From an optimization exercise on the open Yosys and OpenROAD flow, aimed at small area; shortcuts taken in it are not production practice. The RTL was checked by simulation tests, not by an equivalence proof against the original design.

==> flow/design.v (outline; a module is shown in full before it is edited, if it fits) <==
// module half_adder_n: 9 lines
// module half_adder: 9 lines
// module full_adder: 10 lines
// module mod_reduce_top: 3566 lines
module mod_reduce_top (
  input  logic         clk,
  input  logic         rst,
  input  logic [199:0] operand,
  input  logic         operand_valid,
  output logic [10:0]  residue_a,
  output logic [10:0]  residue_b,
  output logic         residue_valid,
  output logic [19:0]  result,
  output logic         result_valid
);
  // ...
==> flow/flow/run.sh <==
#!/bin/bash
# Standard layout, with plain buf_1 cells as the input and output port buffers.
set -euo pipefail
export BUFFER_PORTS_ARGS="-buffer_cell sky130_fd_sc_hd__buf_1"
bash standard.sh > standard_flow.log 2>&1
==> flow/standard.sh <==
#!/bin/bash
# synth_recipe.tcl (not shown) runs the flow's synth.tcl, then flattens the netlist and writes it again
# the make line also repeats each setting of config.mk as NAME=value (left out here)
make -C /OpenROAD-flow-scripts/flow DESIGN_CONFIG=/design/flow/config.mk WORK_HOME=/design/flow/orfs CLKGATE_MAP_FILE= SYNTH_SCRIPT=/design/flow/synth_recipe.tcl "${@:-finish}"
==> flow/config.mk <==
export PLATFORM = sky130hd
export DESIGN_NAME = mod_reduce_top
export DESIGN_NICKNAME = mod_reduce_top
export VERILOG_FILES = /design/flow/design.v
export SDC_FILE = /design/flow/constraint.sdc
export NUM_CORES = 4
export LEC_CHECK = 0
export CAP_MARGIN = 20
export CORE_MARGIN = 2
export CORE_UTILIZATION = 65
export CTS_BUF_LIST = sky130_fd_sc_hd__clkbuf_4 sky130_fd_sc_hd__clkbuf_8
export CTS_CLUSTER_SIZE = 16
export GPL_TIMING_DRIVEN = 0
export SLEW_MARGIN = 20
export SYNTH_HIERARCHICAL = 1
==> flow/constraint.sdc <==
create_clock -name core_clock -period 9.0 [get_ports {clk}]
set_input_delay 1.8000 -clock core_clock [delete_from_list [all_inputs] [get_ports {clk}]]
set_output_delay 1.8000 -clock core_clock [all_outputs]
set_load 0.01 [all_outputs]
==> results.toml, run 1 <==
[synthesis]
synth_compound_area_share_pct = 3.46
avgSynthCellArea_um2 = 14.3
yosys_register_bits = 95
synthFlopType = "dfxtp_1"
yosysSeqAreaShare_pct = 7.88

[setup_path]
timing.rr.end = "ra_q[9]"
timing.critical_path.to = "s1_q[37]"
crit_cells = 25
cp-startpoint = "operand[125]"
critPathSlowestCell = "fa_1"

[clocking]
hold_buffers = 0
ctsResizeCount = 3

[global_route]
use_met2_pct = 64.6
grtUsageMet1_pct = 50.5

[layout]
final_cell_mix = "fa_1, inv_1, buf_1"
top_register = "s1_q"
seq_area_share_pct = 7.34
nets = 3127
post-route-cell-area_um2 = 25900
fill_cells = 2571
largest_class = "multi-input combinational cells"

[floorplan]
die_area_um2 = 38700
nWellTaps = 468

[route]
wl_per_cell_um = 29.2
highest_layer = "met4"
dr_wl_met2_mm = 33.4
dr.pass1.iters = 5

[placed_design]
dpl_cell_area_um2 = 25600

[timing]
rsz0062_at_grt = "false"

[run_status]
status = "finished clean"
==> inputs of run 2 (changes only) <==
--- a/flow/design.v
+++ b/flow/design.v
@@ -1682,18 +1682,18 @@
   logic [15:0] cb_l2_sum1630;
-  logic cb_f0_s1631;
-  logic cb_f0_c1632;
-  logic cb_f0_s1633;
-  logic cb_f0_c1634;
+  logic cb_f0_n1631;
+  logic cb_f0_s1632;
+  logic cb_f0_c1633;
+  logic cb_f0_n1634;
   logic cb_f0_s1635;
   logic cb_f0_c1636;
-  logic cb_f0_s1637;
-  logic cb_f0_c1638;
-  logic cb_f0_s1639;
-  logic cb_f0_c1640;
+  logic cb_f0_n1637;
+  logic cb_f0_s1638;
+  logic cb_f0_c1639;
+  logic cb_f0_n1640;
   logic cb_f0_s1641;
   logic cb_f0_c1642;
-  logic cb_f0_s1643;
-  logic cb_f0_c1644;
-  logic cb_f0_s1645;
-  logic cb_f0_c1646;
+  logic cb_f0_n1643;
+  logic cb_f0_s1644;
+  logic cb_f0_c1645;
+  logic cb_f0_n1646;
   logic cb_f0_s1647;
@@ -1702,21 +1702,10 @@
   logic cb_f0_c1650;
-  logic cb_f0_s1651;
-  logic cb_f0_c1652;
-  logic cb_f0_s1653;
-  logic cb_f0_c1654;
-  logic cb_f0_s1655;
-  logic cb_f0_c1656;
-  logic cb_f0_s1657;
-  logic cb_f0_c1658;
-  logic cb_f0_s1659;
-  logic cb_f0_c1660;
-  logic cb_f0_s1661;
-  logic cb_f0_c1662;
-  logic cb_f0_s1663;
-  logic cb_f0_c1664;
-  logic cb_f0_s1665;
-  logic cb_f0_c1666;
-  logic [10:0] cb_f0_a1667;
-  logic [10:0] cb_f0_b1668;
-  logic [10:0] cb_f0_sum1669;
+  logic cb_f0_n1651;
+  logic cb_f0_s1652;
+  logic cb_f0_c1653;
+  logic cb_f0_s1654;
+  logic cb_f0_c1655;
+  logic [10:0] cb_f0_a1656;
+  logic [10:0] cb_f0_b1657;
+  logic [10:0] cb_f0_sum1658;
   logic [10:0] ra_q;
@@ -1728,10 +1717,21 @@
   logic [11:0] dd;
-  logic crt1_s1670;
-  logic crt1_c1671;
-  logic crt1_n1672;
-  logic crt1_s1673;
-  logic crt1_c1674;
-  logic crt1_n1675;
-  logic crt1_s1676;
-  logic crt1_c1677;
+  logic crt1_s1659;
+  logic crt1_c1660;
+  logic crt1_n1661;
+  logic crt1_s1662;
+  logic crt1_c1663;
+  logic crt1_n1664;
+  logic crt1_s1665;
+  logic crt1_c1666;
+  logic crt1_s1667;
+  logic crt1_c1668;
+  logic crt1_s1669;
+  logic crt1_c1670;
+  logic crt1_n1671;
+  logic crt1_s1672;
+  logic crt1_c1673;
+  logic crt1_n1674;
+  logic crt1_s1675;
+  logic crt1_c1676;
+  logic crt1_n1677;
   logic crt1_s1678;
@@ -1743,6 +1743,6 @@
   logic crt1_c1684;
-  logic crt1_n1685;
-  logic crt1_s1686;
-  logic crt1_c1687;
-  logic crt1_n1688;
+  logic crt1_s1685;
+  logic crt1_c1686;
+  logic crt1_s1687;
+  logic crt1_c1688;
   logic crt1_s1689;
@@ -1751,56 +1751,45 @@
   logic crt1_c1692;
-  logic crt1_n1693;
-  logic crt1_s1694;
-  logic crt1_c1695;
-  logic crt1_s1696;
-  logic crt1_c1697;
-  logic crt1_s1698;
-  logic crt1_c1699;
-  logic crt1_s1700;
-  logic crt1_c1701;
-  logic crt1_s1702;
-  logic crt1_c1703;
-  logic crt1_s1704;
-  logic crt1_c1705;
-  logic crt1_s1706;
-  logic crt1_c1707;
-  logic crt1_s1708;
-  logic crt1_c1709;
-  logic crt1_s1710;
-  logic crt1_c1711;
+  logic crt1_s1693;
+  logic crt1_c1694;
+  logic crt1_s1695;
+  logic crt1_c1696;
+  logic crt1_s1697;
+  logic crt1_c1698;
+  logic crt1_s1699;
+  logic crt1_c1700;
+  logic crt1_s1701;
+  logic crt1_c1702;
+  logic crt1_s1703;
+  logic crt1_c1704;
+  logic crt1_s1705;
+  logic crt1_c1706;
+  logic crt1_s1707;
+  logic crt1_c1708;
+  logic crt1_s1709;
+  logic crt1_c1710;
+  logic crt1_n1711;
   logic crt1_s1712;
   logic crt1_c1713;
-  logic crt1_s1714;
-  logic crt1_c1715;
-  logic crt1_s1716;
-  logic crt1_c1717;
-  logic crt1_s1718;
-  logic crt1_c1719;
-  logic crt1_s1720;
-  logic crt1_c1721;
-  logic crt1_n1722;
-  logic crt1_s1723;
-  logic crt1_c1724;
-  logic [12:0] crt1_a1725;
-  logic [12:0] crt1_b1726;
-  logic [12:0] crt1_sum1727;
-  logic crt_f0_s1728;
-  logic crt_f0_c1729;
-  logic crt_f0_s1730;
-  logic crt_f0_c1731;
-  logic crt_f0_s1732;
-  logic crt_f0_c1733;
-  logic crt_f0_s1734;
-  logic crt_f0_c1735;
-  logic crt_f0_s1736;
-  logic crt_f0_c1737;
-  logic crt_f0_s1738;
-  logic crt_f0_c1739;
-  logic crt_f0_s1740;
-  logic crt_f0_c1741;
-  logic crt_f0_s1742;
-  logic crt_f0_c1743;
-  logic [10:0] crt_f0_a1744;
-  logic [10:0] crt_f0_b1745;
-  logic [10:0] crt_f0_sum1746;
+  logic [12:0] crt1_a1714;
+  logic [12:0] crt1_b1715;
+  logic [12:0] crt1_sum1716;
+  logic crt_f0_s1717;
+  logic crt_f0_c1718;
+  logic crt_f0_s1719;
+  logic crt_f0_c1720;
+  logic crt_f0_s1721;
+  logic crt_f0_c1722;
+  logic crt_f0_s1723;
+  logic crt_f0_c1724;
+  logic crt_f0_s1725;
+  logic crt_f0_c1726;
+  logic crt_f0_s1727;
+  logic crt_f0_c1728;
+  logic crt_f0_s1729;
+  logic crt_f0_c1730;
+  logic crt_f0_s1731;
+  logic crt_f0_c1732;
+  logic [10:0] crt_f0_a1733;
+  logic [10:0] crt_f0_b1734;
+  logic [10:0] crt_f0_sum1735;
   logic [10:0] t_q;
@@ -1808,6 +1797,17 @@
   logic u;
-  logic crtr_n1747;
-  logic crtr_s1748;
-  logic crtr_c1749;
-  logic crtr_n1750;
+  logic crtr_n1736;
+  logic crtr_s1737;
+  logic crtr_c1738;
+  logic crtr_n1739;
+  logic crtr_s1740;
+  logic crtr_c1741;
+  logic crtr_s1742;
+  logic crtr_c1743;
+  logic crtr_s1744;
+  logic crtr_c1745;
+  logic crtr_s1746;
+  logic crtr_c1747;
+  logic crtr_n1748;
+  logic crtr_s1749;
+  logic crtr_c1750;
   logic crtr_s1751;
@@ -1816,7 +1816,7 @@
   logic crtr_c1754;
-  logic crtr_s1755;
-  logic crtr_c1756;
-  logic crtr_s1757;
-  logic crtr_c1758;
-  logic crtr_n1759;
+  logic crtr_n1755;
+  logic crtr_s1756;
+  logic crtr_c1757;
+  logic crtr_s1758;
+  logic crtr_c1759;
   logic crtr_s1760;
@@ -1827,5 +1827,5 @@
   logic crtr_c1765;
-  logic crtr_n1766;
-  logic crtr_s1767;
-  logic crtr_c1768;
+  logic crtr_s1766;
+  logic crtr_c1767;
+  logic crtr_n1768;
   logic crtr_s1769;
@@ -1836,49 +1836,49 @@
   logic crtr_c1774;
-  logic crtr_s1775;
-  logic crtr_c1776;
-  logic crtr_s1777;
-  logic crtr_c1778;
-  logic crtr_n1779;
+  logic crtr_n1775;
+  logic crtr_s1776;
+  logic crtr_c1777;
+  logic crtr_s1778;
+  logic crtr_c1779;
   logic crtr_s1780;
   logic crtr_c1781;
-  logic crtr_s1782;
-  logic crtr_c1783;
-  logic crtr_s1784;
-  logic crtr_c1785;
-  logic crtr_n1786;
+  logic crtr_n1782;
+  logic crtr_s1783;
+  logic crtr_c1784;
+  logic crtr_s1785;
+  logic crtr_c1786;
   logic crtr_s1787;
   logic crtr_c1788;
-  logic crtr_s1789;
-  logic crtr_c1790;
-  logic crtr_s1791;
-  logic crtr_c1792;
-  logic crtr_n1793;
+  logic crtr_n1789;
+  logic crtr_s1790;
+  logic crtr_c1791;
+  logic crtr_s1792;
+  logic crtr_c1793;
   logic crtr_s1794;
   logic crtr_c1795;
-  logic crtr_s1796;
-  logic crtr_c1797;
-  logic crtr_s1798;
-  logic crtr_c1799;
-  logic crtr_n1800;
+  logic crtr_n1796;
+  logic crtr_s1797;
+  logic crtr_c1798;
+  logic crtr_s1799;
+  logic crtr_c1800;
   logic crtr_s1801;
   logic crtr_c1802;
-  logic crtr_s1803;
-  logic crtr_c1804;
-  logic crtr_s1805;
-  logic crtr_c1806;
-  logic crtr_n1807;
+  logic crtr_n1803;
+  logic crtr_s1804;
+  logic crtr_c1805;
+  logic crtr_s1806;
+  logic crtr_c1807;
   logic crtr_s1808;
   logic crtr_c1809;
-  logic crtr_s1810;
-  logic crtr_c1811;
-  logic crtr_s1812;
-  logic crtr_c1813;
-  logic crtr_n1814;
+  logic crtr_n1810;
+  logic crtr_s1811;
+  logic crtr_c1812;
+  logic crtr_s1813;
+  logic crtr_c1814;
   logic crtr_s1815;
   logic crtr_c1816;
-  logic crtr_s1817;
-  logic crtr_c1818;
-  logic crtr_s1819;
-  logic crtr_c1820;
-  logic crtr_n1821;
+  logic crtr_n1817;
+  logic crtr_s1818;
+  logic crtr_c1819;
+  logic crtr_s1820;
+  logic crtr_c1821;
   logic crtr_s1822;
@@ -1887,22 +1887,11 @@
   logic crtr_c1825;
-  logic crtr_s1826;
-  logic crtr_c1827;
-  logic crtr_n1828;
-  logic crtr_s1829;
-  logic crtr_c1830;
-  logic crtr_s1831;
-  logic crtr_c1832;
-  logic crtr_s1833;
-  logic crtr_c1834;
-  logic crtr_s1835;
-  logic crtr_c1836;
-  logic crtr_n1837;
-  logic crtr_s1838;
-  logic crtr_c1839;
-  logic crtr_n1840;
-  logic crtr_s1841;
-  logic crtr_c1842;
-  logic [19:0] crtr_a1843;
-  logic [19:0] crtr_b1844;
-  logic [19:0] crtr_sum1845;
+  logic crtr_n1826;
+  logic crtr_s1827;
+  logic crtr_c1828;
+  logic crtr_n1829;
+  logic crtr_s1830;
+  logic crtr_c1831;
+  logic [19:0] crtr_a1832;
+  logic [19:0] crtr_b1833;
+  logic [19:0] crtr_sum1834;
   logic vld1;
@@ -3208,25 +3197,23 @@
   assign cb_l2_sum1630[15] = cb_l2_xp[15] ^ cb_l2_xG31;
-  full_adder u_cb_f0_s1631 (.a(cb_l2_sum1630[1]), .b(cb_l2_sum1630[10]), .c(cb_l2_sum1630[11]), .s(cb_f0_s1631), .co(cb_f0_c1632));
-  full_adder u_cb_f0_s1633 (.a(cb_l2_sum1630[2]), .b(cb_l2_sum1630[10]), .c(cb_l2_sum1630[11]), .s(cb_f0_s1633), .co(cb_f0_c1634));
-  full_adder u_cb_f0_s1635 (.a(cb_l2_sum1630[12]), .b(cb_f0_c1632), .c(cb_f0_s1633), .s(cb_f0_s1635), .co(cb_f0_c1636));
-  full_adder u_cb_f0_s1637 (.a(cb_l2_sum1630[3]), .b(cb_l2_sum1630[10]), .c(cb_l2_sum1630[11]), .s(cb_f0_s1637), .co(cb_f0_c1638));
-  full_adder u_cb_f0_s1639 (.a(cb_l2_sum1630[12]), .b(cb_l2_sum1630[13]), .c(cb_f0_c1634), .s(cb_f0_s1639), .co(cb_f0_c1640));
-  full_adder u_cb_f0_s1641 (.a(cb_f0_s1637), .b(cb_f0_c1636), .c(cb_f0_s1639), .s(cb_f0_s1641), .co(cb_f0_c1642));
-  full_adder u_cb_f0_s1643 (.a(cb_l2_sum1630[4]), .b(cb_l2_sum1630[11]), .c(cb_l2_sum1630[12]), .s(cb_f0_s1643), .co(cb_f0_c1644));
-  full_adder u_cb_f0_s1645 (.a(cb_l2_sum1630[13]), .b(cb_l2_sum1630[14]), .c(cb_f0_c1638), .s(cb_f0_s1645), .co(cb_f0_c1646));
-  full_adder u_cb_f0_s1647 (.a(cb_f0_s1643), .b(cb_f0_c1640), .c(cb_f0_s1645), .s(cb_f0_s1647), .co(cb_f0_c1648));
-  full_adder u_cb_f0_s1649 (.a(cb_l2_sum1630[5]), .b(cb_l2_sum1630[12]), .c(cb_l2_sum1630[13]), .s(cb_f0_s1649), .co(cb_f0_c1650));
-  full_adder u_cb_f0_s1651 (.a(cb_l2_sum1630[14]), .b(cb_l2_sum1630[15]), .c(cb_f0_c1644), .s(cb_f0_s1651), .co(cb_f0_c1652));
-  full_adder u_cb_f0_s1653 (.a(cb_f0_s1649), .b(cb_f0_c1646), .c(cb_f0_s1651), .s(cb_f0_s1653), .co(cb_f0_c1654));
-  full_adder u_cb_f0_s1655 (.a(cb_l2_sum1630[6]), .b(cb_l2_sum1630[13]), .c(cb_l2_sum1630[14]), .s(cb_f0_s1655), .co(cb_f0_c1656));
-  full_adder u_cb_f0_s1657 (.a(cb_l2_sum1630[15]), .b(cb_f0_c1650), .c(cb_f0_s1655), .s(cb_f0_s1657), .co(cb_f0_c1658));
-  full_adder u_cb_f0_s1659 (.a(cb_f0_c1652), .b(cb_f0_s1657), .c(cb_f0_c1654), .s(cb_f0_s1659), .co(cb_f0_c1660));
-  full_adder u_cb_f0_s1661 (.a(cb_l2_sum1630[7]), .b(cb_l2_sum1630[14]), .c(cb_l2_sum1630[15]), .s(cb_f0_s1661), .co(cb_f0_c1662));
-  full_adder u_cb_f0_s1663 (.a(cb_f0_c1656), .b(cb_f0_s1661), .c(cb_f0_c1658), .s(cb_f0_s1663), .co(cb_f0_c1664));
-  full_adder u_cb_f0_s1665 (.a(cb_l2_sum1630[8]), .b(cb_l2_sum1630[15]), .c(cb_f0_c1662), .s(cb_f0_s1665), .co(cb_f0_c1666));
-  assign cb_f0_a1667 = {1'b0, cb_l2_sum1630[9], cb_f0_s1665, cb_f0_s1663, cb_f0_s1659, cb_f0_c1648, cb_f0_c1642, cb_f0_s1641, cb_f0_s1635, cb_f0_s1631, cb_l2_sum1630[0]};
-  assign cb_f0_b1668 = {1'b0, cb_f0_c1666, cb_f0_c1664, cb_f0_c1660, 1'b0, cb_f0_s1653, cb_f0_s1647, 1'b0, 1'b0, 1'b0, cb_l2_sum1630[10]};
+  assign cb_f0_n1631 = ~cb_l2_sum1630[11];
+  full_adder u_cb_f0_s1632 (.a(cb_l2_sum1630[1]), .b(cb_f0_n1631), .c(cb_l2_sum1630[0]), .s(cb_f0_s1632), .co(cb_f0_c1633));
+  assign cb_f0_n1634 = ~cb_l2_sum1630[12];
+  full_adder u_cb_f0_s1635 (.a(cb_l2_sum1630[2]), .b(cb_f0_n1634), .c(cb_f0_c1633), .s(cb_f0_s1635), .co(cb_f0_c1636));
+  assign cb_f0_n1637 = ~cb_l2_sum1630[13];
+  full_adder u_cb_f0_s1638 (.a(cb_l2_sum1630[3]), .b(cb_f0_n1637), .c(cb_f0_c1636), .s(cb_f0_s1638), .co(cb_f0_c1639));
+  assign cb_f0_n1640 = ~cb_l2_sum1630[14];
+  full_adder u_cb_f0_s1641 (.a(cb_l2_sum1630[4]), .b(cb_l2_sum1630[10]), .c(cb_f0_n1640), .s(cb_f0_s1641), .co(cb_f0_c1642));
+  assign cb_f0_n1643 = ~cb_l2_sum1630[15];
+  full_adder u_cb_f0_s1644 (.a(cb_l2_sum1630[5]), .b(cb_l2_sum1630[11]), .c(cb_f0_n1643), .s(cb_f0_s1644), .co(cb_f0_c1645));
+  assign cb_f0_n1646 = ~cb_l2_sum1630[6];
+  full_adder u_cb_f0_s1647 (.a(cb_l2_sum1630[12]), .b(cb_f0_n1646), .c(cb_f0_c1645), .s(cb_f0_s1647), .co(cb_f0_c1648));
+  full_adder u_cb_f0_s1649 (.a(cb_f0_n1637), .b(cb_f0_n1646), .c(cb_l2_sum1630[7]), .s(cb_f0_s1649), .co(cb_f0_c1650));
+  assign cb_f0_n1651 = ~cb_l2_sum1630[8];
+  full_adder u_cb_f0_s1652 (.a(cb_l2_sum1630[14]), .b(cb_l2_sum1630[7]), .c(cb_f0_n1651), .s(cb_f0_s1652), .co(cb_f0_c1653));
+  full_adder u_cb_f0_s1654 (.a(cb_f0_n1643), .b(cb_f0_n1651), .c(cb_l2_sum1630[9]), .s(cb_f0_s1654), .co(cb_f0_c1655));
+  assign cb_f0_a1656 = {~cb_l2_sum1630[9], cb_f0_c1653, ~cb_f0_c1650, ~cb_f0_s1649, cb_f0_s1647, cb_f0_c1642, cb_f0_s1641, cb_f0_s1638, cb_f0_s1635, cb_f0_s1632, ~cb_l2_sum1630[10]};
+  assign cb_f0_b1657 = {~cb_f0_c1655, ~cb_f0_s1654, cb_f0_s1652, cb_f0_c1648, 1'b0, cb_f0_s1644, cb_f0_c1639, 1'b0, 1'b0, 1'b0, ~cb_l2_sum1630[0]};
   logic [10:0] cb_f0_xp, cb_f0_xg;
-  assign cb_f0_xp = cb_f0_a1667 ^ cb_f0_b1668;
-  assign cb_f0_xg = cb_f0_a1667 & cb_f0_b1668;
+  assign cb_f0_xp = cb_f0_a1656 ^ cb_f0_b1657;
+  assign cb_f0_xg = cb_f0_a1656 & cb_f0_b1657;
   logic cb_f0_xG1; assign cb_f0_xG1 = cb_f0_xg[1] | (cb_f0_xp[1] & cb_f0_xg[0]);
@@ -3255,15 +3242,15 @@
   logic cb_f0_xG17; assign cb_f0_xG17 = cb_f0_xG10 | (cb_f0_xP10 & cb_f0_xG14);
-  assign cb_f0_sum1669[0] = cb_f0_xp[0];
-  assign cb_f0_sum1669[1] = cb_f0_xp[1] ^ cb_f0_xg[0];
-  assign cb_f0_sum1669[2] = cb_f0_xp[2] ^ cb_f0_xG1;
-  assign cb_f0_sum1669[3] = cb_f0_xp[3] ^ cb_f0_xG6;
-  assign cb_f0_sum1669[4] = cb_f0_xp[4] ^ cb_f0_xG7;
-  assign cb_f0_sum1669[5] = cb_f0_xp[5] ^ cb_f0_xG11;
-  assign cb_f0_sum1669[6] = cb_f0_xp[6] ^ cb_f0_xG12;
-  assign cb_f0_sum1669[7] = cb_f0_xp[7] ^ cb_f0_xG13;
-  assign cb_f0_sum1669[8] = cb_f0_xp[8] ^ cb_f0_xG14;
-  assign cb_f0_sum1669[9] = cb_f0_xp[9] ^ cb_f0_xG15;
-  assign cb_f0_sum1669[10] = cb_f0_xp[10] ^ cb_f0_xG16;
+  assign cb_f0_sum1658[0] = cb_f0_xp[0];
+  assign cb_f0_sum1658[1] = cb_f0_xp[1] ^ cb_f0_xg[0];
+  assign cb_f0_sum1658[2] = cb_f0_xp[2] ^ cb_f0_xG1;
+  assign cb_f0_sum1658[3] = cb_f0_xp[3] ^ cb_f0_xG6;
+  assign cb_f0_sum1658[4] = cb_f0_xp[4] ^ cb_f0_xG7;
+  assign cb_f0_sum1658[5] = cb_f0_xp[5] ^ cb_f0_xG11;
+  assign cb_f0_sum1658[6] = cb_f0_xp[6] ^ cb_f0_xG12;
+  assign cb_f0_sum1658[7] = cb_f0_xp[7] ^ cb_f0_xG13;
+  assign cb_f0_sum1658[8] = cb_f0_xp[8] ^ cb_f0_xG14;
+  assign cb_f0_sum1658[9] = cb_f0_xp[9] ^ cb_f0_xG15;
+  assign cb_f0_sum1658[10] = cb_f0_xp[10] ^ cb_f0_xG16;
   always_ff @(posedge clk) ra_q <= ca_f0_sum1417;
-  always_ff @(posedge clk) rb_q <= cb_f0_sum1669;
+  always_ff @(posedge clk) rb_q <= cb_f0_sum1658;
   assign da = {1'b0, ra_q} - 12'd997;
@@ -3321,38 +3308,38 @@
   assign dd[11] = dxp[11] ^ dxG19;
-  full_adder u_crt1_s1670 (.a(dd[7]), .b(dd[9]), .c(dd[11]), .s(crt1_s1670), .co(crt1_c1671));
-  assign crt1_n1672 = ~sa;
-  full_adder u_crt1_s1673 (.a(dd[8]), .b(dd[10]), .c(crt1_n1672), .s(crt1_s1673), .co(crt1_c1674));
-  assign crt1_n1675 = ~crt1_c1671;
-  full_adder u_crt1_s1676 (.a(dd[5]), .b(crt1_n1675), .c(crt1_c1674), .s(crt1_s1676), .co(crt1_c1677));
-  full_adder u_crt1_s1678 (.a(dd[0]), .b(dd[7]), .c(dd[9]), .s(crt1_s1678), .co(crt1_c1679));
-  full_adder u_crt1_s1680 (.a(dd[6]), .b(dd[8]), .c(dd[10]), .s(crt1_s1680), .co(crt1_c1681));
-  assign crt1_n1682 = ~crt1_s1680;
-  full_adder u_crt1_s1683 (.a(dd[11]), .b(crt1_s1678), .c(crt1_n1682), .s(crt1_s1683), .co(crt1_c1684));
-  assign crt1_n1685 = ~crt1_c1681;
-  full_adder u_crt1_s1686 (.a(dd[1]), .b(crt1_c1679), .c(crt1_n1685), .s(crt1_s1686), .co(crt1_c1687));
-  assign crt1_n1688 = ~dd[0];
-  full_adder u_crt1_s1689 (.a(dd[2]), .b(crt1_n1688), .c(crt1_c1687), .s(crt1_s1689), .co(crt1_c1690));
-  full_adder u_crt1_s1691 (.a(dd[3]), .b(dd[5]), .c(dd[7]), .s(crt1_s1691), .co(crt1_c1692));
-  assign crt1_n1693 = ~dd[1];
-  full_adder u_crt1_s1694 (.a(dd[0]), .b(crt1_n1693), .c(crt1_s1691), .s(crt1_s1694), .co(crt1_c1695));
-  full_adder u_crt1_s1696 (.a(dd[0]), .b(dd[2]), .c(dd[4]), .s(crt1_s1696), .co(crt1_c1697));
-  full_adder u_crt1_s1698 (.a(dd[6]), .b(dd[8]), .c(dd[1]), .s(crt1_s1698), .co(crt1_c1699));
-  full_adder u_crt1_s1700 (.a(crt1_c1692), .b(crt1_s1696), .c(crt1_s1698), .s(crt1_s1700), .co(crt1_c1701));
-  full_adder u_crt1_s1702 (.a(dd[1]), .b(dd[3]), .c(dd[5]), .s(crt1_s1702), .co(crt1_c1703));
-  full_adder u_crt1_s1704 (.a(dd[7]), .b(dd[9]), .c(crt1_c1697), .s(crt1_s1704), .co(crt1_c1705));
-  full_adder u_crt1_s1706 (.a(crt1_c1699), .b(crt1_s1702), .c(crt1_c1701), .s(crt1_s1706), .co(crt1_c1707));
-  full_adder u_crt1_s1708 (.a(dd[2]), .b(dd[4]), .c(dd[6]), .s(crt1_s1708), .co(crt1_c1709));
-  full_adder u_crt1_s1710 (.a(dd[8]), .b(dd[10]), .c(crt1_c1703), .s(crt1_s1710), .co(crt1_c1711));
-  full_adder u_crt1_s1712 (.a(crt1_s1708), .b(crt1_c1705), .c(crt1_s1710), .s(crt1_s1712), .co(crt1_c1713));
-  full_adder u_crt1_s1714 (.a(dd[7]), .b(dd[9]), .c(dd[11]), .s(crt1_s1714), .co(crt1_c1715));
-  full_adder u_crt1_s1716 (.a(dd[3]), .b(dd[5]), .c(crt1_c1709), .s(crt1_s1716), .co(crt1_c1717));
-  full_adder u_crt1_s1718 (.a(crt1_c1711), .b(crt1_s1716), .c(crt1_c1713), .s(crt1_s1718), .co(crt1_c1719));
-  full_adder u_crt1_s1720 (.a(dd[4]), .b(dd[6]), .c(crt1_c1717), .s(crt1_s1720), .co(crt1_c1721));
-  assign crt1_n1722 = ~crt1_c1715;
-  full_adder u_crt1_s1723 (.a(crt1_n1722), .b(crt1_s1720), .c(crt1_c1719), .s(crt1_s1723), .co(crt1_c1724));
-  assign crt1_a1725 = {1'b0, crt1_c1721, crt1_s1723, ~crt1_s1714, crt1_c1707, crt1_s1704, crt1_s1700, crt1_s1694, crt1_s1689, crt1_c1684, ~crt1_c1677, ~crt1_s1676, crt1_s1670};
-  assign crt1_b1726 = {1'b0, crt1_c1724, 1'b0, crt1_s1718, crt1_s1712, crt1_s1706, crt1_c1695, crt1_c1690, 1'b0, crt1_s1686, crt1_s1683, 1'b0, ~crt1_s1673};
+  full_adder u_crt1_s1659 (.a(dd[7]), .b(dd[9]), .c(dd[11]), .s(crt1_s1659), .co(crt1_c1660));
+  assign crt1_n1661 = ~sa;
+  full_adder u_crt1_s1662 (.a(dd[8]), .b(dd[10]), .c(crt1_n1661), .s(crt1_s1662), .co(crt1_c1663));
+  assign crt1_n1664 = ~crt1_c1660;
+  full_adder u_crt1_s1665 (.a(dd[5]), .b(crt1_n1664), .c(crt1_c1663), .s(crt1_s1665), .co(crt1_c1666));
+  full_adder u_crt1_s1667 (.a(dd[0]), .b(dd[7]), .c(dd[9]), .s(crt1_s1667), .co(crt1_c1668));
+  full_adder u_crt1_s1669 (.a(dd[6]), .b(dd[8]), .c(dd[10]), .s(crt1_s1669), .co(crt1_c1670));
+  assign crt1_n1671 = ~crt1_s1669;
+  full_adder u_crt1_s1672 (.a(dd[11]), .b(crt1_s1667), .c(crt1_n1671), .s(crt1_s1672), .co(crt1_c1673));
+  assign crt1_n1674 = ~crt1_c1670;
+  full_adder u_crt1_s1675 (.a(dd[1]), .b(crt1_c1668), .c(crt1_n1674), .s(crt1_s1675), .co(crt1_c1676));
+  assign crt1_n1677 = ~dd[0];
+  full_adder u_crt1_s1678 (.a(dd[2]), .b(crt1_n1677), .c(crt1_c1676), .s(crt1_s1678), .co(crt1_c1679));
+  full_adder u_crt1_s1680 (.a(dd[3]), .b(dd[5]), .c(dd[7]), .s(crt1_s1680), .co(crt1_c1681));
+  assign crt1_n1682 = ~dd[1];
+  full_adder u_crt1_s1683 (.a(dd[0]), .b(crt1_n1682), .c(crt1_s1680), .s(crt1_s1683), .co(crt1_c1684));
+  full_adder u_crt1_s1685 (.a(dd[0]), .b(dd[2]), .c(dd[4]), .s(crt1_s1685), .co(crt1_c1686));
+  full_adder u_crt1_s1687 (.a(dd[6]), .b(dd[8]), .c(dd[1]), .s(crt1_s1687), .co(crt1_c1688));
+  full_adder u_crt1_s1689 (.a(crt1_c1681), .b(crt1_s1685), .c(crt1_s1687), .s(crt1_s1689), .co(crt1_c1690));
+  full_adder u_crt1_s1691 (.a(dd[1]), .b(dd[3]), .c(dd[5]), .s(crt1_s1691), .co(crt1_c1692));
+  full_adder u_crt1_s1693 (.a(dd[7]), .b(dd[9]), .c(crt1_c1686), .s(crt1_s1693), .co(crt1_c1694));
+  full_adder u_crt1_s1695 (.a(crt1_c1688), .b(crt1_s1691), .c(crt1_c1690), .s(crt1_s1695), .co(crt1_c1696));
+  full_adder u_crt1_s1697 (.a(dd[2]), .b(dd[4]), .c(dd[6]), .s(crt1_s1697), .co(crt1_c1698));
+  full_adder u_crt1_s1699 (.a(dd[8]), .b(dd[10]), .c(crt1_c1692), .s(crt1_s1699), .co(crt1_c1700));
+  full_adder u_crt1_s1701 (.a(crt1_s1697), .b(crt1_c1694), .c(crt1_s1699), .s(crt1_s1701), .co(crt1_c1702));
+  full_adder u_crt1_s1703 (.a(dd[7]), .b(dd[9]), .c(dd[11]), .s(crt1_s1703), .co(crt1_c1704));
+  full_adder u_crt1_s1705 (.a(dd[3]), .b(dd[5]), .c(crt1_c1698), .s(crt1_s1705), .co(crt1_c1706));
+  full_adder u_crt1_s1707 (.a(crt1_c1700), .b(crt1_s1705), .c(crt1_c1702), .s(crt1_s1707), .co(crt1_c1708));
+  full_adder u_crt1_s1709 (.a(dd[4]), .b(dd[6]), .c(crt1_c1706), .s(crt1_s1709), .co(crt1_c1710));
+  assign crt1_n1711 = ~crt1_c1704;
+  full_adder u_crt1_s1712 (.a(crt1_n1711), .b(crt1_s1709), .c(crt1_c1708), .s(crt1_s1712), .co(crt1_c1713));
+  assign crt1_a1714 = {1'b0, crt1_c1710, crt1_s1712, ~crt1_s1703, crt1_c1696, crt1_s1693, crt1_s1689, crt1_s1683, crt1_s1678, crt1_c1673, ~crt1_c1666, ~crt1_s1665, crt1_s1659};
+  assign crt1_b1715 = {1'b0, crt1_c1713, 1'b0, crt1_s1707, crt1_s1701, crt1_s1695, crt1_c1684, crt1_c1679, 1'b0, crt1_s1675, crt1_s1672, 1'b0, ~crt1_s1662};
   logic [12:0] crt1_xp, crt1_xg;
-  assign crt1_xp = crt1_a1725 ^ crt1_b1726;
-  assign crt1_xg = crt1_a1725 & crt1_b1726;
+  assign crt1_xp = crt1_a1714 ^ crt1_b1715;
+  assign crt1_xg = crt1_a1714 & crt1_b1715;
   logic crt1_xG1; assign crt1_xG1 = crt1_xg[1] | (crt1_xp[1] & crt1_xg[0]);
@@ -3389,28 +3376,28 @@
   logic crt1_xG22; assign crt1_xG22 = crt1_xG17 | (crt1_xP17 & crt1_xG16);
-  assign crt1_sum1727[0] = crt1_xp[0];
-  assign crt1_sum1727[1] = crt1_xp[1] ^ crt1_xg[0];
-  assign crt1_sum1727[2] = crt1_xp[2] ^ crt1_xG1;
-  assign crt1_sum1727[3] = crt1_xp[3] ^ crt1_xG7;
-  assign crt1_sum1727[4] = crt1_xp[4] ^ crt1_xG8;
-  assign crt1_sum1727[5] = crt1_xp[5] ^ crt1_xG13;
-  assign crt1_sum1727[6] = crt1_xp[6] ^ crt1_xG14;
-  assign crt1_sum1727[7] = crt1_xp[7] ^ crt1_xG15;
-  assign crt1_sum1727[8] = crt1_xp[8] ^ crt1_xG16;
-  assign crt1_sum1727[9] = crt1_xp[9] ^ crt1_xG18;
-  assign crt1_sum1727[10] = crt1_xp[10] ^ crt1_xG19;
-  assign crt1_sum1727[11] = crt1_xp[11] ^ crt1_xG20;
-  assign crt1_sum1727[12] = crt1_xp[12] ^ crt1_xG21;
-  full_adder u_crt_f0_s1728 (.a(crt1_sum1727[1]), .b(crt1_sum1727[10]), .c(crt1_sum1727[11]), .s(crt_f0_s1728), .co(crt_f0_c1729));
-  full_adder u_crt_f0_s1730 (.a(crt1_sum1727[2]), .b(crt1_sum1727[10]), .c(crt1_sum1727[11]), .s(crt_f0_s1730), .co(crt_f0_c1731));
-  full_adder u_crt_f0_s1732 (.a(crt1_sum1727[12]), .b(crt_f0_c1729), .c(crt_f0_s1730), .s(crt_f0_s1732), .co(crt_f0_c1733));
-  full_adder u_crt_f0_s1734 (.a(crt1_sum1727[3]), .b(crt1_sum1727[10]), .c(crt1_sum1727[11]), .s(crt_f0_s1734), .co(crt_f0_c1735));
-  full_adder u_crt_f0_s1736 (.a(crt1_sum1727[12]), .b(crt_f0_c1731), .c(crt_f0_s1734), .s(crt_f0_s1736), .co(crt_f0_c1737));
-  full_adder u_crt_f0_s1738 (.a(crt1_sum1727[4]), .b(crt1_sum1727[11]), .c(crt1_sum1727[12]), .s(crt_f0_s1738), .co(crt_f0_c1739));
-  full_adder u_crt_f0_s1740 (.a(crt_f0_c1735), .b(crt_f0_s1738), .c(crt_f0_c1737), .s(crt_f0_s1740), .co(crt_f0_c1741));
-  full_adder u_crt_f0_s1742 (.a(crt1_sum1727[5]), .b(crt1_sum1727[12]), .c(crt_f0_c1739), .s(crt_f0_s1742), .co(crt_f0_c1743));
-  assign crt_f0_a1744 = {1'b0, crt1_sum1727[9], crt1_sum1727[8], crt1_sum1727[7], crt1_sum1727[6], crt_f0_s1742, crt_f0_s1740, crt_f0_c1733, crt_f0_s1732, crt_f0_s1728, crt1_sum1727[0]};
-  assign crt_f0_b1745 = {1'b0, 1'b0, 1'b0, 1'b0, crt_f0_c1743, crt_f0_c1741, 1'b0, crt_f0_s1736, 1'b0, 1'b0, crt1_sum1727[10]};
+  assign crt1_sum1716[0] = crt1_xp[0];
+  assign crt1_sum1716[1] = crt1_xp[1] ^ crt1_xg[0];
+  assign crt1_sum1716[2] = crt1_xp[2] ^ crt1_xG1;
+  assign crt1_sum1716[3] = crt1_xp[3] ^ crt1_xG7;
+  assign crt1_sum1716[4] = crt1_xp[4] ^ crt1_xG8;
+  assign crt1_sum1716[5] = crt1_xp[5] ^ crt1_xG13;
+  assign crt1_sum1716[6] = crt1_xp[6] ^ crt1_xG14;
+  assign crt1_sum1716[7] = crt1_xp[7] ^ crt1_xG15;
+  assign crt1_sum1716[8] = crt1_xp[8] ^ crt1_xG16;
+  assign crt1_sum1716[9] = crt1_xp[9] ^ crt1_xG18;
+  assign crt1_sum1716[10] = crt1_xp[10] ^ crt1_xG19;
+  assign crt1_sum1716[11] = crt1_xp[11] ^ crt1_xG20;
+  assign crt1_sum1716[12] = crt1_xp[12] ^ crt1_xG21;
+  full_adder u_crt_f0_s1717 (.a(crt1_sum1716[1]), .b(crt1_sum1716[10]), .c(crt1_sum1716[11]), .s(crt_f0_s1717), .co(crt_f0_c1718));
+  full_adder u_crt_f0_s1719 (.a(crt1_sum1716[2]), .b(crt1_sum1716[10]), .c(crt1_sum1716[11]), .s(crt_f0_s1719), .co(crt_f0_c1720));
+  full_adder u_crt_f0_s1721 (.a(crt1_sum1716[12]), .b(crt_f0_c1718), .c(crt_f0_s1719), .s(crt_f0_s1721), .co(crt_f0_c1722));
+  full_adder u_crt_f0_s1723 (.a(crt1_sum1716[3]), .b(crt1_sum1716[10]), .c(crt1_sum1716[11]), .s(crt_f0_s1723), .co(crt_f0_c1724));
+  full_adder u_crt_f0_s1725 (.a(crt1_sum1716[12]), .b(crt_f0_c1720), .c(crt_f0_s1723), .s(crt_f0_s1725), .co(crt_f0_c1726));
+  full_adder u_crt_f0_s1727 (.a(crt1_sum1716[4]), .b(crt1_sum1716[11]), .c(crt1_sum1716[12]), .s(crt_f0_s1727), .co(crt_f0_c1728));
+  full_adder u_crt_f0_s1729 (.a(crt_f0_c1724), .b(crt_f0_s1727), .c(crt_f0_c1726), .s(crt_f0_s1729), .co(crt_f0_c1730));
+  full_adder u_crt_f0_s1731 (.a(crt1_sum1716[5]), .b(crt1_sum1716[12]), .c(crt_f0_c1728), .s(crt_f0_s1731), .co(crt_f0_c1732));
+  assign crt_f0_a1733 = {1'b0, crt1_sum1716[9], crt1_sum1716[8], crt1_sum1716[7], crt1_sum1716[6], crt_f0_s1731, crt_f0_s1729, crt_f0_c1722, crt_f0_s1721, crt_f0_s1717, crt1_sum1716[0]};
+  assign crt_f0_b1734 = {1'b0, 1'b0, 1'b0, 1'b0, crt_f0_c1732, crt_f0_c1730, 1'b0, crt_f0_s1725, 1'b0, 1'b0, crt1_sum1716[10]};
   logic [10:0] crt_f0_xp, crt_f0_xg;
-  assign crt_f0_xp = crt_f0_a1744 ^ crt_f0_b1745;
-  assign crt_f0_xg = crt_f0_a1744 & crt_f0_b1745;
+  assign crt_f0_xp = crt_f0_a1733 ^ crt_f0_b1734;
+  assign crt_f0_xg = crt_f0_a1733 & crt_f0_b1734;
   logic crt_f0_xG1; assign crt_f0_xG1 = crt_f0_xg[1] | (crt_f0_xp[1] & crt_f0_xg[0]);
@@ -3439,76 +3426,76 @@
   logic crt_f0_xG17; assign crt_f0_xG17 = crt_f0_xG10 | (crt_f0_xP10 & crt_f0_xG14);
-  assign crt_f0_sum1746[0] = crt_f0_xp[0];
-  assign crt_f0_sum1746[1] = crt_f0_xp[1] ^ crt_f0_xg[0];
-  assign crt_f0_sum1746[2] = crt_f0_xp[2] ^ crt_f0_xG1;
-  assign crt_f0_sum1746[3] = crt_f0_xp[3] ^ crt_f0_xG6;
-  assign crt_f0_sum1746[4] = crt_f0_xp[4] ^ crt_f0_xG7;
-  assign crt_f0_sum1746[5] = crt_f0_xp[5] ^ crt_f0_xG11;
-  assign crt_f0_sum1746[6] = crt_f0_xp[6] ^ crt_f0_xG12;
-  assign crt_f0_sum1746[7] = crt_f0_xp[7] ^ crt_f0_xG13;
-  assign crt_f0_sum1746[8] = crt_f0_xp[8] ^ crt_f0_xG14;
-  assign crt_f0_sum1746[9] = crt_f0_xp[9] ^ crt_f0_xG15;
-  assign crt_f0_sum1746[10] = crt_f0_xp[10] ^ crt_f0_xG16;
-  always_ff @(posedge clk) t_q <= crt_f0_sum1746;
+  assign crt_f0_sum1735[0] = crt_f0_xp[0];
+  assign crt_f0_sum1735[1] = crt_f0_xp[1] ^ crt_f0_xg[0];
+  assign crt_f0_sum1735[2] = crt_f0_xp[2] ^ crt_f0_xG1;
+  assign crt_f0_sum1735[3] = crt_f0_xp[3] ^ crt_f0_xG6;
+  assign crt_f0_sum1735[4] = crt_f0_xp[4] ^ crt_f0_xG7;
+  assign crt_f0_sum1735[5] = crt_f0_xp[5] ^ crt_f0_xG11;
+  assign crt_f0_sum1735[6] = crt_f0_xp[6] ^ crt_f0_xG12;
+  assign crt_f0_sum1735[7] = crt_f0_xp[7] ^ crt_f0_xG13;
+  assign crt_f0_sum1735[8] = crt_f0_xp[8] ^ crt_f0_xG14;
+  assign crt_f0_sum1735[9] = crt_f0_xp[9] ^ crt_f0_xG15;
+  assign crt_f0_sum1735[10] = crt_f0_xp[10] ^ crt_f0_xG16;
+  always_ff @(posedge clk) t_q <= crt_f0_sum1735;
   always_ff @(posedge clk) a_q <= residue_a[9:0];
   assign u = (t_q >= 11'd1009);
-  assign crtr_n1747 = ~t_q[0];
-  full_adder u_crtr_s1748 (.a(crtr_n1747), .b(u), .c(a_q[0]), .s(crtr_s1748), .co(crtr_c1749));
-  assign crtr_n1750 = ~a_q[1];
-  full_adder u_crtr_s1751 (.a(t_q[1]), .b(a_q[0]), .c(crtr_n1750), .s(crtr_s1751), .co(crtr_c1752));
-  full_adder u_crtr_s1753 (.a(a_q[2]), .b(t_q[0]), .c(t_q[2]), .s(crtr_s1753), .co(crtr_c1754));
-  full_adder u_crtr_s1755 (.a(a_q[1]), .b(crtr_s1753), .c(crtr_c1752), .s(crtr_s1755), .co(crtr_c1756));
-  full_adder u_crtr_s1757 (.a(t_q[1]), .b(t_q[3]), .c(crtr_c1754), .s(crtr_s1757), .co(crtr_c1758));
-  assign crtr_n1759 = ~a_q[3];
-  full_adder u_crtr_s1760 (.a(crtr_n1759), .b(crtr_s1757), .c(crtr_c1756), .s(crtr_s1760), .co(crtr_c1761));
-  full_adder u_crtr_s1762 (.a(a_q[4]), .b(t_q[2]), .c(t_q[4]), .s(crtr_s1762), .co(crtr_c1763));
-  full_adder u_crtr_s1764 (.a(a_q[3]), .b(crtr_s1762), .c(crtr_c1758), .s(crtr_s1764), .co(crtr_c1765));
-  assign crtr_n1766 = ~u;
-  full_adder u_crtr_s1767 (.a(crtr_n1766), .b(crtr_s1764), .c(crtr_c1761), .s(crtr_s1767), .co(crtr_c1768));
-  full_adder u_crtr_s1769 (.a(a_q[5]), .b(t_q[3]), .c(t_q[5]), .s(crtr_s1769), .co(crtr_c1770));
-  full_adder u_crtr_s1771 (.a(crtr_n1747), .b(crtr_c1763), .c(crtr_s1769), .s(crtr_s1771), .co(crtr_c1772));
-  full_adder u_crtr_s1773 (.a(crtr_s1771), .b(crtr_c1765), .c(crtr_c1768), .s(crtr_s1773), .co(crtr_c1774));
-  full_adder u_crtr_s1775 (.a(a_q[6]), .b(t_q[4]), .c(t_q[6]), .s(crtr_s1775), .co(crtr_c1776));
-  full_adder u_crtr_s1777 (.a(crtr_c1770), .b(crtr_s1775), .c(crtr_c1772), .s(crtr_s1777), .co(crtr_c1778));
-  assign crtr_n1779 = ~t_q[1];
-  full_adder u_crtr_s1780 (.a(crtr_n1779), .b(crtr_s1777), .c(crtr_c1774), .s(crtr_s1780), .co(crtr_c1781));
-  full_adder u_crtr_s1782 (.a(a_q[7]), .b(t_q[5]), .c(t_q[7]), .s(crtr_s1782), .co(crtr_c1783));
-  full_adder u_crtr_s1784 (.a(u), .b(crtr_c1776), .c(crtr_s1782), .s(crtr_s1784), .co(crtr_c1785));
-  assign crtr_n1786 = ~t_q[2];
-  full_adder u_crtr_s1787 (.a(crtr_n1786), .b(crtr_s1784), .c(crtr_c1778), .s(crtr_s1787), .co(crtr_c1788));
-  full_adder u_crtr_s1789 (.a(a_q[8]), .b(t_q[6]), .c(t_q[8]), .s(crtr_s1789), .co(crtr_c1790));
-  full_adder u_crtr_s1791 (.a(crtr_c1783), .b(crtr_s1789), .c(crtr_c1785), .s(crtr_s1791), .co(crtr_c1792));
-  assign crtr_n1793 = ~t_q[3];
-  full_adder u_crtr_s1794 (.a(crtr_n1793), .b(crtr_s1791), .c(crtr_c1788), .s(crtr_s1794), .co(crtr_c1795));
-  full_adder u_crtr_s1796 (.a(t_q[4]), .b(u), .c(a_q[9]), .s(crtr_s1796), .co(crtr_c1797));
-  full_adder u_crtr_s1798 (.a(t_q[7]), .b(t_q[9]), .c(crtr_c1790), .s(crtr_s1798), .co(crtr_c1799));
-  assign crtr_n1800 = ~crtr_s1796;
-  full_adder u_crtr_s1801 (.a(crtr_n1800), .b(crtr_s1798), .c(crtr_c1792), .s(crtr_s1801), .co(crtr_c1802));
-  full_adder u_crtr_s1803 (.a(t_q[8]), .b(t_q[10]), .c(a_q[9]), .s(crtr_s1803), .co(crtr_c1804));
-  full_adder u_crtr_s1805 (.a(t_q[5]), .b(t_q[0]), .c(crtr_c1797), .s(crtr_s1805), .co(crtr_c1806));
-  assign crtr_n1807 = ~crtr_s1805;
-  full_adder u_crtr_s1808 (.a(crtr_s1803), .b(crtr_c1799), .c(crtr_n1807), .s(crtr_s1808), .co(crtr_c1809));
-  full_adder u_crtr_s1810 (.a(t_q[9]), .b(u), .c(t_q[0]), .s(crtr_s1810), .co(crtr_c1811));
-  full_adder u_crtr_s1812 (.a(crtr_n1779), .b(crtr_c1804), .c(crtr_s1810), .s(crtr_s1812), .co(crtr_c1813));
-  assign crtr_n1814 = ~crtr_s1812;
-  full_adder u_crtr_s1815 (.a(t_q[6]), .b(crtr_c1806), .c(crtr_n1814), .s(crtr_s1815), .co(crtr_c1816));
-  full_adder u_crtr_s1817 (.a(t_q[7]), .b(crtr_n1779), .c(t_q[2]), .s(crtr_s1817), .co(crtr_c1818));
-  full_adder u_crtr_s1819 (.a(t_q[10]), .b(crtr_c1811), .c(crtr_c1813), .s(crtr_s1819), .co(crtr_c1820));
-  assign crtr_n1821 = ~crtr_s1819;
-  full_adder u_crtr_s1822 (.a(crtr_s1817), .b(crtr_n1821), .c(crtr_c1816), .s(crtr_s1822), .co(crtr_c1823));
-  full_adder u_crtr_s1824 (.a(t_q[8]), .b(crtr_n1766), .c(crtr_n1786), .s(crtr_s1824), .co(crtr_c1825));
-  full_adder u_crtr_s1826 (.a(t_q[3]), .b(crtr_c1818), .c(crtr_s1824), .s(crtr_s1826), .co(crtr_c1827));
-  assign crtr_n1828 = ~crtr_c1820;
-  full_adder u_crtr_s1829 (.a(crtr_s1826), .b(crtr_n1828), .c(crtr_c1823), .s(crtr_s1829), .co(crtr_c1830));
-  full_adder u_crtr_s1831 (.a(t_q[9]), .b(crtr_n1793), .c(t_q[4]), .s(crtr_s1831), .co(crtr_c1832));
-  full_adder u_crtr_s1833 (.a(crtr_c1825), .b(crtr_s1831), .c(crtr_c1827), .s(crtr_s1833), .co(crtr_c1834));
-  full_adder u_crtr_s1835 (.a(t_q[10]), .b(crtr_n1766), .c(t_q[5]), .s(crtr_s1835), .co(crtr_c1836));
-  assign crtr_n1837 = ~t_q[4];
-  full_adder u_crtr_s1838 (.a(crtr_n1837), .b(crtr_c1832), .c(crtr_s1835), .s(crtr_s1838), .co(crtr_c1839));
-  assign crtr_n1840 = ~crtr_c1836;
-  full_adder u_crtr_s1841 (.a(t_q[6]), .b(t_q[5]), .c(crtr_n1840), .s(crtr_s1841), .co(crtr_c1842));
-  assign crtr_a1843 = {t_q[8], t_q[7], ~t_q[7], ~crtr_c1839, ~crtr_s1838, ~crtr_s1833, ~crtr_s1829, ~crtr_s1822, crtr_c1809, crtr_s1808, crtr_s1801, crtr_s1794, crtr_s1787, crtr_s1780, crtr_s1773, crtr_s1767, crtr_s1760, ~u, ~crtr_c1749, ~crtr_s1748};
-  assign crtr_b1844 = {~t_q[9], ~t_q[8], crtr_c1842, crtr_s1841, ~crtr_c1834, ~crtr_c1830, 1'b0, 1'b0, ~crtr_s1815, crtr_c1802, crtr_c1795, 1'b0, crtr_c1781, 1'b0, 1'b0, 1'b0, 1'b0, crtr_s1755, crtr_s1751, 1'b0};
+  assign crtr_n1736 = ~t_q[0];
+  full_adder u_crtr_s1737 (.a(crtr_n1736), .b(u), .c(a_q[0]), .s(crtr_s1737), .co(crtr_c1738));
+  assign crtr_n1739 = ~a_q[1];
+  full_adder u_crtr_s1740 (.a(t_q[1]), .b(a_q[0]), .c(crtr_n1739), .s(crtr_s1740), .co(crtr_c1741));
+  full_adder u_crtr_s1742 (.a(a_q[2]), .b(t_q[0]), .c(t_q[2]), .s(crtr_s1742), .co(crtr_c1743));
+  full_adder u_crtr_s1744 (.a(a_q[1]), .b(crtr_s1742), .c(crtr_c1741), .s(crtr_s1744), .co(crtr_c1745));
+  full_adder u_crtr_s1746 (.a(t_q[1]), .b(t_q[3]), .c(crtr_c1743), .s(crtr_s1746), .co(crtr_c1747));
+  assign crtr_n1748 = ~a_q[3];
+  full_adder u_crtr_s1749 (.a(crtr_n1748), .b(crtr_s1746), .c(crtr_c1745), .s(crtr_s1749), .co(crtr_c1750));
+  full_adder u_crtr_s1751 (.a(a_q[4]), .b(t_q[2]), .c(t_q[4]), .s(crtr_s1751), .co(crtr_c1752));
+  full_adder u_crtr_s1753 (.a(a_q[3]), .b(crtr_s1751), .c(crtr_c1747), .s(crtr_s1753), .co(crtr_c1754));
+  assign crtr_n1755 = ~u;
+  full_adder u_crtr_s1756 (.a(crtr_n1755), .b(crtr_s1753), .c(crtr_c1750), .s(crtr_s1756), .co(crtr_c1757));
+  full_adder u_crtr_s1758 (.a(a_q[5]), .b(t_q[3]), .c(t_q[5]), .s(crtr_s1758), .co(crtr_c1759));
+  full_adder u_crtr_s1760 (.a(crtr_n1736), .b(crtr_c1752), .c(crtr_s1758), .s(crtr_s1760), .co(crtr_c1761));
+  full_adder u_crtr_s1762 (.a(crtr_s1760), .b(crtr_c1754), .c(crtr_c1757), .s(crtr_s1762), .co(crtr_c1763));
+  full_adder u_crtr_s1764 (.a(a_q[6]), .b(t_q[4]), .c(t_q[6]), .s(crtr_s1764), .co(crtr_c1765));
+  full_adder u_crtr_s1766 (.a(crtr_c1759), .b(crtr_s1764), .c(crtr_c1761), .s(crtr_s1766), .co(crtr_c1767));
+  assign crtr_n1768 = ~t_q[1];
+  full_adder u_crtr_s1769 (.a(crtr_n1768), .b(crtr_s1766), .c(crtr_c1763), .s(crtr_s1769), .co(crtr_c1770));
+  full_adder u_crtr_s1771 (.a(a_q[7]), .b(t_q[5]), .c(t_q[7]), .s(crtr_s1771), .co(crtr_c1772));
+  full_adder u_crtr_s1773 (.a(u), .b(crtr_c1765), .c(crtr_s1771), .s(crtr_s1773), .co(crtr_c1774));
+  assign crtr_n1775 = ~t_q[2];
+  full_adder u_crtr_s1776 (.a(crtr_n1775), .b(crtr_s1773), .c(crtr_c1767), .s(crtr_s1776), .co(crtr_c1777));
+  full_adder u_crtr_s1778 (.a(a_q[8]), .b(t_q[6]), .c(t_q[8]), .s(crtr_s1778), .co(crtr_c1779));
+  full_adder u_crtr_s1780 (.a(crtr_c1772), .b(crtr_s1778), .c(crtr_c1774), .s(crtr_s1780), .co(crtr_c1781));
+  assign crtr_n1782 = ~t_q[3];
+  full_adder u_crtr_s1783 (.a(crtr_n1782), .b(crtr_s1780), .c(crtr_c1777), .s(crtr_s1783), .co(crtr_c1784));
+  full_adder u_crtr_s1785 (.a(t_q[4]), .b(u), .c(a_q[9]), .s(crtr_s1785), .co(crtr_c1786));
+  full_adder u_crtr_s1787 (.a(t_q[7]), .b(t_q[9]), .c(crtr_c1779), .s(crtr_s1787), .co(crtr_c1788));
+  assign crtr_n1789 = ~crtr_s1785;
+  full_adder u_crtr_s1790 (.a(crtr_n1789), .b(crtr_s1787), .c(crtr_c1781), .s(crtr_s1790), .co(crtr_c1791));
+  full_adder u_crtr_s1792 (.a(t_q[8]), .b(t_q[10]), .c(a_q[9]), .s(crtr_s1792), .co(crtr_c1793));
+  full_adder u_crtr_s1794 (.a(t_q[5]), .b(t_q[0]), .c(crtr_c1786), .s(crtr_s1794), .co(crtr_c1795));
+  assign crtr_n1796 = ~crtr_s1794;
+  full_adder u_crtr_s1797 (.a(crtr_s1792), .b(crtr_c1788), .c(crtr_n1796), .s(crtr_s1797), .co(crtr_c1798));
+  full_adder u_crtr_s1799 (.a(t_q[9]), .b(u), .c(t_q[0]), .s(crtr_s1799), .co(crtr_c1800));
+  full_adder u_crtr_s1801 (.a(crtr_n1768), .b(crtr_c1793), .c(crtr_s1799), .s(crtr_s1801), .co(crtr_c1802));
+  assign crtr_n1803 = ~crtr_s1801;
+  full_adder u_crtr_s1804 (.a(t_q[6]), .b(crtr_c1795), .c(crtr_n1803), .s(crtr_s1804), .co(crtr_c1805));
+  full_adder u_crtr_s1806 (.a(t_q[7]), .b(crtr_n1768), .c(t_q[2]), .s(crtr_s1806), .co(crtr_c1807));
+  full_adder u_crtr_s1808 (.a(t_q[10]), .b(crtr_c1800), .c(crtr_c1802), .s(crtr_s1808), .co(crtr_c1809));
+  assign crtr_n1810 = ~crtr_s1808;
+  full_adder u_crtr_s1811 (.a(crtr_s1806), .b(crtr_n1810), .c(crtr_c1805), .s(crtr_s1811), .co(crtr_c1812));
+  full_adder u_crtr_s1813 (.a(t_q[8]), .b(crtr_n1755), .c(crtr_n1775), .s(crtr_s1813), .co(crtr_c1814));
+  full_adder u_crtr_s1815 (.a(t_q[3]), .b(crtr_c1807), .c(crtr_s1813), .s(crtr_s1815), .co(crtr_c1816));
+  assign crtr_n1817 = ~crtr_c1809;
+  full_adder u_crtr_s1818 (.a(crtr_s1815), .b(crtr_n1817), .c(crtr_c1812), .s(crtr_s1818), .co(crtr_c1819));
+  full_adder u_crtr_s1820 (.a(t_q[9]), .b(crtr_n1782), .c(t_q[4]), .s(crtr_s1820), .co(crtr_c1821));
+  full_adder u_crtr_s1822 (.a(crtr_c1814), .b(crtr_s1820), .c(crtr_c1816), .s(crtr_s1822), .co(crtr_c1823));
+  full_adder u_crtr_s1824 (.a(t_q[10]), .b(crtr_n1755), .c(t_q[5]), .s(crtr_s1824), .co(crtr_c1825));
+  assign crtr_n1826 = ~t_q[4];
+  full_adder u_crtr_s1827 (.a(crtr_n1826), .b(crtr_c1821), .c(crtr_s1824), .s(crtr_s1827), .co(crtr_c1828));
+  assign crtr_n1829 = ~crtr_c1825;
+  full_adder u_crtr_s1830 (.a(t_q[6]), .b(t_q[5]), .c(crtr_n1829), .s(crtr_s1830), .co(crtr_c1831));
+  assign crtr_a1832 = {t_q[8], t_q[7], ~t_q[7], ~crtr_c1828, ~crtr_s1827, ~crtr_s1822, ~crtr_s1818, ~crtr_s1811, crtr_c1798, crtr_s1797, crtr_s1790, crtr_s1783, crtr_s1776, crtr_s1769, crtr_s1762, crtr_s1756, crtr_s1749, ~u, ~crtr_c1738, ~crtr_s1737};
+  assign crtr_b1833 = {~t_q[9], ~t_q[8], crtr_c1831, crtr_s1830, ~crtr_c1823, ~crtr_c1819, 1'b0, 1'b0, ~crtr_s1804, crtr_c1791, crtr_c1784, 1'b0, crtr_c1770, 1'b0, 1'b0, 1'b0, 1'b0, crtr_s1744, crtr_s1740, 1'b0};
   logic [19:0] crtr_xp, crtr_xg;
-  assign crtr_xp = crtr_a1843 ^ crtr_b1844;
-  assign crtr_xg = crtr_a1843 & crtr_b1844;
+  assign crtr_xp = crtr_a1832 ^ crtr_b1833;
+  assign crtr_xg = crtr_a1832 & crtr_b1833;
   logic crtr_xG1; assign crtr_xG1 = crtr_xg[1] | (crtr_xp[1] & crtr_xg[0]);
@@ -3574,23 +3561,23 @@
   logic crtr_xG40; assign crtr_xG40 = crtr_xG20 | (crtr_xP20 & crtr_xG36);
-  assign crtr_sum1845[0] = crtr_xp[0];
-  assign crtr_sum1845[1] = crtr_xp[1] ^ crtr_xg[0];
-  assign crtr_sum1845[2] = crtr_xp[2] ^ crtr_xG1;
-  assign crtr_sum1845[3] = crtr_xp[3] ^ crtr_xG11;
-  assign crtr_sum1845[4] = crtr_xp[4] ^ crtr_xG12;
-  assign crtr_sum1845[5] = crtr_xp[5] ^ crtr_xG21;
-  assign crtr_sum1845[6] = crtr_xp[6] ^ crtr_xG22;
-  assign crtr_sum1845[7] = crtr_xp[7] ^ crtr_xG23;
-  assign crtr_sum1845[8] = crtr_xp[8] ^ crtr_xG24;
-  assign crtr_sum1845[9] = crtr_xp[9] ^ crtr_xG29;
-  assign crtr_sum1845[10] = crtr_xp[10] ^ crtr_xG30;
-  assign crtr_sum1845[11] = crtr_xp[11] ^ crtr_xG31;
-  assign crtr_sum1845[12] = crtr_xp[12] ^ crtr_xG32;
-  assign crtr_sum1845[13] = crtr_xp[13] ^ crtr_xG33;
-  assign crtr_sum1845[14] = crtr_xp[14] ^ crtr_xG34;
-  assign crtr_sum1845[15] = crtr_xp[15] ^ crtr_xG35;
-  assign crtr_sum1845[16] = crtr_xp[16] ^ crtr_xG36;
-  assign crtr_sum1845[17] = crtr_xp[17] ^ crtr_xG37;
-  assign crtr_sum1845[18] = crtr_xp[18] ^ crtr_xG38;
-  assign crtr_sum1845[19] = crtr_xp[19] ^ crtr_xG39;
-  assign result = crtr_sum1845;
+  assign crtr_sum1834[0] = crtr_xp[0];
+  assign crtr_sum1834[1] = crtr_xp[1] ^ crtr_xg[0];
+  assign crtr_sum1834[2] = crtr_xp[2] ^ crtr_xG1;
+  assign crtr_sum1834[3] = crtr_xp[3] ^ crtr_xG11;
+  assign crtr_sum1834[4] = crtr_xp[4] ^ crtr_xG12;
+  assign crtr_sum1834[5] = crtr_xp[5] ^ crtr_xG21;
+  assign crtr_sum1834[6] = crtr_xp[6] ^ crtr_xG22;
+  assign crtr_sum1834[7] = crtr_xp[7] ^ crtr_xG23;
+  assign crtr_sum1834[8] = crtr_xp[8] ^ crtr_xG24;
+  assign crtr_sum1834[9] = crtr_xp[9] ^ crtr_xG29;
+  assign crtr_sum1834[10] = crtr_xp[10] ^ crtr_xG30;
+  assign crtr_sum1834[11] = crtr_xp[11] ^ crtr_xG31;
+  assign crtr_sum1834[12] = crtr_xp[12] ^ crtr_xG32;
+  assign crtr_sum1834[13] = crtr_xp[13] ^ crtr_xG33;
+  assign crtr_sum1834[14] = crtr_xp[14] ^ crtr_xG34;
+  assign crtr_sum1834[15] = crtr_xp[15] ^ crtr_xG35;
+  assign crtr_sum1834[16] = crtr_xp[16] ^ crtr_xG36;
+  assign crtr_sum1834[17] = crtr_xp[17] ^ crtr_xG37;
+  assign crtr_sum1834[18] = crtr_xp[18] ^ crtr_xG38;
+  assign crtr_sum1834[19] = crtr_xp[19] ^ crtr_xG39;
+  assign result = crtr_sum1834;
   always_ff @(posedge clk) begin
--- a/flow/config.mk
+++ b/flow/config.mk
@@ -10,4 +10,4 @@
 export CORE_UTILIZATION = 65
-export CTS_BUF_LIST = sky130_fd_sc_hd__clkbuf_4 sky130_fd_sc_hd__clkbuf_8
-export CTS_CLUSTER_SIZE = 16
+export CTS_BUF_LIST = sky130_fd_sc_hd__clkbuf_8
+export CTS_CLUSTER_SIZE = 20
 export GPL_TIMING_DRIVEN = 0
==> run 2 against run 1 <==
Net effect:
- cell count increased by 0.50%
- still clean
- critical path depth fell by 1
- critical path type unchanged
- first-iteration DRC count is 12% lower
- area after synthesis is 0.20% lower
- register-to-register slack gained 0.03 ns
- non-clock buffer count decreased by 1
- flip-flop and latch count unchanged
- utilization about the same
- via count decreased by 1.8%
- die area shrank 0.20%
- worst hold slack better by 0.016 ns
- clock skew increased by 0.0095 ns
==> results.toml, run 2 <==
[route]
wl_per_cell_um = 27.9
remaining_drc_errors = 0
dr_total_vias = 14600
drt-total-wl_mm = 67.9
drtIter0Drc = 873
dr.pass1.iters = 5
ant_nets = 0

[layout]
drive_above_1_share_pct = 1.99
fill_cells = 2614
nets = 3130
final_cell_mix = "fa_1, inv_1, buf_1"
layout_commonest_cell = "fa_1"
largest_register_ffs = 49
top_register = "s1_q"

[synthesis]
synth_largest_area_cell = "fa_1"
async_reset_ff_share_pct = 0
synth_compound_area_share_pct = 3.56
synthFlopType = "dfxtp_1"
yosysSeqAreaShare_pct = 7.90
synth-simple-area-share_pct = 3.36
ys_warn_count = 7
synthTopCellsByCount = "fa_1, inv_1, ha_1, dfxtp_1, xnor2_1"
synth-xor-area-share_pct = 3.97
avgSynthCellArea_um2 = 14.2
synth_top_area_share_pct = 71.5
yosys_register_bits = 95
synth_top_family_by_area = "adder cells"
syn-cell-area_um2 = 24100

[hold_path]
min_to = "vld2"
min_path_type = "flop to flop"
worstHoldPathCells = 1

[global_route]
track_usage_pct = 38.6
antenna_found_initial = 2
grt_pass1_wl_mm = 104
grt_pass1_vias = 17200

[setup_path]
crit_top_cell = "fa_1"
timing.rr.end = "ra_q[9]"
worst_setup_path_start_kind = "input port"
worstSetupPathType = "input port to flop"
critPathMaxStageDelay_ns = 0.52
ff2ff_setup_slack_ns = 0.50
cp-startpoint = "operand[61]"
cp_max_fo = 4
critPathSlowestCell = "fa_1"
crit_chain = "buf_1 -> fa_1 -> fa_1 -> fa_1 -> fa_1 -> fa_1 -> fa_1 -> fa_1 -> inv_1 -> fa_1 -> fa_1 -> fa_1 -> fa_1 -> inv_1 -> ha_1 -> nor3b_1 -> and3_1 -> and3_1 -> a21o_4 -> a21oi_4 -> o2111ai_2 -> a31oi_2 -> o21bai_1 -> xor2_1"

[floorplan]
die_x_um = 196
pin_count = 247
die_area_um2 = 38600
core_um2 = 36500
rows = 70

[timing]
rsz0062_at_grt = "false"
maxSlewViolCount = 0
max_freq_mhz = 116
hold_violations = 0

[clocking]
h-tree-depth = 3
hold_buffers = 0
clock-sinks = 95
path_clk_slew_ns = 0.10
ctsResizeCount = 0
cts_tree = "built"

[placed_design]
numPlacedInstances = 2412

[run_status]
status = "finished clean"

[run]
maxCapViolCount = 0
run 2: cell count changes in the layout (fill, tap and decap cells not counted), sizes merged, moves of 4 or more:
| cell | delta |
|---|---|
| clkbuf | -20 |
| buf | +17 |
| inv | +16 |
| fa | -9 |
| nor2 | -5 |
| a21oi | +4 |
| nor3 | -4 |
| xor2 | +4 |
run 2: cell type report:
cell class,instances,area [um2],area share (%)
repair buffers,246,925,3.58
clock buffers,9,124,0.479
clock inverters,7,96.3,0.373
multi-input cells,1355,21300,82.3
inverters,246,923,3.57
diodes,1,2.50,0.00968
flip-flops and latches,95,1900,7.36
well taps,468,586,2.26
plain buffers,2,11.3,0.0436
run 2: worst max path at each step:
stage	end	slack, ns	depth (start not counted)
after floorplan	s1_q[46]	0.74	23
after global placement	s1_q[46]	-0.13	24
after detailed placement	s1_q[46]	-0.30	22
after CTS	t_q[9]	0.09	33
after global routing	t_q[9]	0.03	34
final	s1_q[46]	0.35	24
run 2: modules after synthesis, one instance, submodules excluded:
module	cells inside	flip-flops and latches
mod_reduce_top	856	95
half_adder	1	0
full_adder	1	0
run 2: stage by stage:
stage | area, um2 | utilization (%) | hold WS (ns) | setup WS, ns
after floorplan | 24100 | - | 0.414 | 0.736
after global placement | 25600 | 70.0 | 0.425 | -0.134
after detailed placement | 25600 | 70.0 | 0.442 | -0.304
after CTS | 25800 | 70.7 | 0.467 | 0.0916
after global routing | 25900 | 70.8 | 0.482 | 0.0333
final | 25900 | 70.8 | 0.463 | 0.349
run 2: metal layers:
metal | vias up | GRT usage [%] | wire length, um
met5 | - | 0 | 13
met4 | 2 | 23.5 | 5490
met3 | 261 | 8.76 | 6410
met2 | 867 | 63.0 | 32500
met1 | 7710 | 47.9 | 23400
li1 | 5720 | - | -
run 2: kinds of logic after synthesis:
| family | Yosys count |
|---|---|
| fa+ha+maj | 972 |
| buf+inv | 248 |
| simple gates | 153 |
| compound gates | 121 |
| xor+xnor | 109 |
| flops | 95 |
run 2: worst max-delay path, delay by kind of cell:
family | cells | cell delay [ns]
fa+ha+maj | 12 | 4.90
compound gates | 5 | 1.02
simple gates | 3 | 0.57
buf+inv | 3 | 0.46
xor+xnor | 1 | 0.16

afterwards: timing with drivers on the ports:
The results above use ideal ports. As a check the final layouts listed here were re-extracted and re-timed, cells and wires unchanged.
Step 1 assumes that a clkbuf_16 drives the clock port and a buf_2 every other input.
Step 2 adds t to the input delays and takes it off the output delays; t is the mean of the earliest and latest rising clock arrival at the registers after step 1. Input paths then give back, and output paths get back, about the clock's delay inside the block.
Slacks: ideal ports / drivers / drivers and shift; pairs: ideal ports / drivers.
| run | shift t [ns] | setup WS [ns] | hold WS [ns] |
|---|---|---|---|
| run 1 | 0.432 | 0.191 / 0.210 / -0.223 | 0.447 / 0.447 / 0.447 |
| run 2 | 0.452 | 0.349 / 0.371 / -0.081 | 0.463 / 0.463 / 0.463 |
With both steps, setup timing fails in run 1 and run 2, where it was met with ideal ports. The setup slack of run 2, which loses most, moves by +0.022 ns with the drivers and by -0.430 ns with both steps.
